This design comes from an exercise in tuning for small area, a short achievable clock period and few clock cycles per item on the open sky130 flow, not from production work.
The RTL was checked by simulation tests, not by an equivalence proof against the original design.
No activity file was given, so power comes from the tool's default toggle rates.

## the reference run
// matrix_multiply_engine
module matrix_multiply_engine (
    input  wire logic          i_clk,
    input  wire logic          i_rst_n,
    input  wire logic          i_in_valid,
    input  wire logic [23:0]   i_in_req,
    output logic               o_in_stall,
    output logic               o_out_valid,
    output logic [42:0]        o_out_req,
    input  wire logic          i_out_stall,
    input  wire logic          i_cfg_we,
    input  wire logic [1:0]    i_cfg_index,
    input  wire logic [3:0]    i_cfg_data
);
==> flow/config.mk <==
export PLATFORM = sky130hd
export DESIGN_NAME = matrix_multiply_engine
export DESIGN_NICKNAME = matrix_multiply_engine
export VERILOG_FILES = /design/flow/design.v
export SDC_FILE = /design/flow/constraint.sdc
export NUM_CORES = 4
export LEC_CHECK = 0
export ABC_CLOCK_PERIOD_IN_PS = 3000
export CAP_MARGIN = 20
export CORE_MARGIN = 2
export CORE_UTILIZATION = 50
export CTS_CLUSTER_DIAMETER = 80
export CTS_CLUSTER_SIZE = 24
export SETUP_SLACK_MARGIN = 4.8
export SLEW_MARGIN = 20
==> flow/constraint.sdc <==
create_clock -name core_clock -period 8.0 [get_ports {i_clk}]
set_input_delay 1.6000 -clock core_clock [delete_from_list [all_inputs] [get_ports {i_clk}]]
set_output_delay 1.6000 -clock core_clock [all_outputs]
set_load 0.01 [all_outputs]
run.sh (not shown) runs the stock make flow with config.mk's settings and CLKGATE_MAP_FILE= SYNTH_SCRIPT=/design/flow/synth_recipe.tcl, a recipe that flattens the netlist after the stock synthesis.
Every stage of the flow completed for the reference run, and the final layout passed the timing, design-rule and antenna checks.
Testbench counts of the reference run, summed over its fixed seeds: cycles 9,404, jobs 152.
The following lists how the trial run was set up differently from the reference run:
--- a/flow/design.v
+++ b/flow/design.v
@@ -3490,19 +3490,21 @@
     assign w_col = r_q0[18:16];
     assign w_iss      = r_act && w_adv;
     assign w_iss_last = w_iss && (r_ir == r_rl) && (r_ic == r_cl);
     always_comb begin
         case (w_op)
             mme_pkg::OP_LOAD_A:
                 w_ok = !r_act || (w_row > r_rl) || (w_col > r_kl) || (w_row < r_ir) ||
                        ((w_row == r_ir) && ((r_ic != 3'd0) || w_iss));
             mme_pkg::OP_LOAD_B:
-                w_ok = (w_row > r_kl) || (w_col > r_cl) || (!r_act && (w_adv || !r_tv[0]));
+                w_ok = (w_row > r_kl) || (w_col > r_cl) ||
+                       (!r_act && (w_adv || !r_tv[0] || (w_col != r_tcol))) ||
+                       (w_iss_last && (w_col != r_ic));
             mme_pkg::OP_COMPUTE:
                 w_ok = !r_act || w_iss_last;
             default:
                 w_ok = 1'b1;
         endcase
     end
     assign w_pop   = r_v0 && w_ok;
     assign w_we_a  = w_pop && (w_op == mme_pkg::OP_LOAD_A);
     assign w_we_b  = w_pop && (w_op == mme_pkg::OP_LOAD_B);
--- outcome ---
Looking at the reports, the trial run completed the entire flow and the layout it produced met the timing, design-rule and antenna checks.
The run showing the greater cell count along the critical path is the trial run.
The trial run vs the reference run, library cell contributing the largest single delay on the critical path: sky130_fd_sc_hd__a222oi_1 vs sky130_fd_sc_hd__fa_1
Summary of the trial run over the reference run: clock-buffer cell count up 9, wire length down 13 mm, diode insertion count for antenna repair down 4, power consumption down 11%.
[compare] base=the reference run new=the trial run: static leakage closely matched the old numbers, worst reg2reg path depth now sits higher.
The reference run → the trial run: total length of routed met2 wires has decreased; slew at the pin closest to its max-slew limit has decreased.
Testbench counts of the trial run, summed over its fixed seeds: cycles 9,383, jobs 152.

--- another note on this design; it stands on its own ---

==> flow/design.v (excerpt) <==
module matrix_multiply_engine (
    input  wire logic          i_clk,
    input  wire logic          i_rst_n,
    input  wire logic          i_in_valid,
    input  wire logic [23:0]   i_in_req,
    output logic               o_in_stall,
    output logic               o_out_valid,
    output logic [42:0]        o_out_req,
    input  wire logic          i_out_stall,
    input  wire logic          i_cfg_we,
    input  wire logic [1:0]    i_cfg_index,
    input  wire logic [3:0]    i_cfg_data
);
    localparam int MAC_LAT = 3;           
    localparam int NST     = MAC_LAT + 1;  
    logic [2:0] r_rl;
    logic [2:0] r_kl;
    logic [2:0] r_cl;
    logic [2:0] w_cfg_last;
    always_comb begin
        if (i_cfg_data == 4'd0) begin
            w_cfg_last = 3'd0;
        end else if (i_cfg_data > 4'd8) begin
            w_cfg_last = 3'd7;
        end else begin
            w_cfg_last = 3'(i_cfg_data - 4'd1);
        end
    end
    always_ff @(posedge i_clk) begin
        if (!i_rst_n) begin
            r_rl <= 3'd7;
            r_kl <= 3'd7;
            r_cl <= 3'd7;
  ...
clock: 8.0 ns
lec_check: 0
abc_clock_period_in_ps: 3000
cap_margin: 20
core_margin: 2
core_utilization: 42
cts_cluster_diameter: 80
cts_cluster_size: 24
setup_slack_margin: 4.8
slew_margin: 20
run.sh (not shown) runs the stock make flow with config.mk's settings and CLKGATE_MAP_FILE= SYNTH_SCRIPT=/design/flow/synth_recipe.tcl, a recipe that flattens the netlist after the stock synthesis.
The starting point finished with timing, DRC and antenna clean.
Testbench counts at the start, summed over its fixed seeds: cycles 9,404, jobs 152.
Change:
CORE_UTILIZATION = 50   (was 42)
SETUP_SLACK_MARGIN = 4.9   (was 4.8)
The new run went through all stages and came out clean.
Via count went up by 1.4%.
Utilization goes up by 10 points.
Count of clock-buffer cells in the layout decreases by 4.
Die area fell by 16%.
Change:
SETUP_SLACK_MARGIN = 4.8   (was 4.9)
TNS_END_PERCENT = 10   (was not set)
=> Die area stays the same; sequential cell count is unchanged; clock skew fell by 0.041 ns; global-route usage rises by 0.35 points; clock-buffer cell count fell by 7; power stays flat; synthesized cell count is unchanged; wire length goes down by 0.69%; setup slack got worse by 0.35 ns; area after synthesis stays the same; final area shrinks by 2.5%.

[port drivers added, routing unchanged]
In the flow no input, the clock included, has a driving cell. The finished layouts below were timed again as built, in two steps.
Step 1: set_driving_cell puts a clkbuf_16 on i_clk and a buf_2 on each other input, an assumption about the parent block.
Step 2 times the ports against the registers' clock, not the clock port: input delays grow and output delays shrink by t, the midpoint of the rising clock arrivals with the driver on.
Three values: no drivers, after step 1, after step 2; two values: the first two.
| run | t (ns) | setup WS [ns] | worst register clock-pin slew, ns |
|---|---|---|---|
| the reference run | 1.000 | 4.745 / 4.745 / 3.858 | 0.10 / 0.10 |
| the trial run | 0.997 | 4.657 / 4.657 / 3.896 | 0.10 / 0.10 |
| the first run of note 2 | 0.994 | 4.724 / 4.724 / 4.065 | 0.10 / 0.10 |
| the second run of note 2 | 0.996 | 4.759 / 4.759 / 4.222 | 0.10 / 0.10 |
| the third run of note 2 | 0.994 | 4.414 / 4.414 / 3.608 | 0.10 / 0.10 |
After both steps setup and hold are still met in every run listed. For the reference run, which loses most, drivers alone change the setup slack by 0.000 ns; drivers and shift together by -0.887 ns.
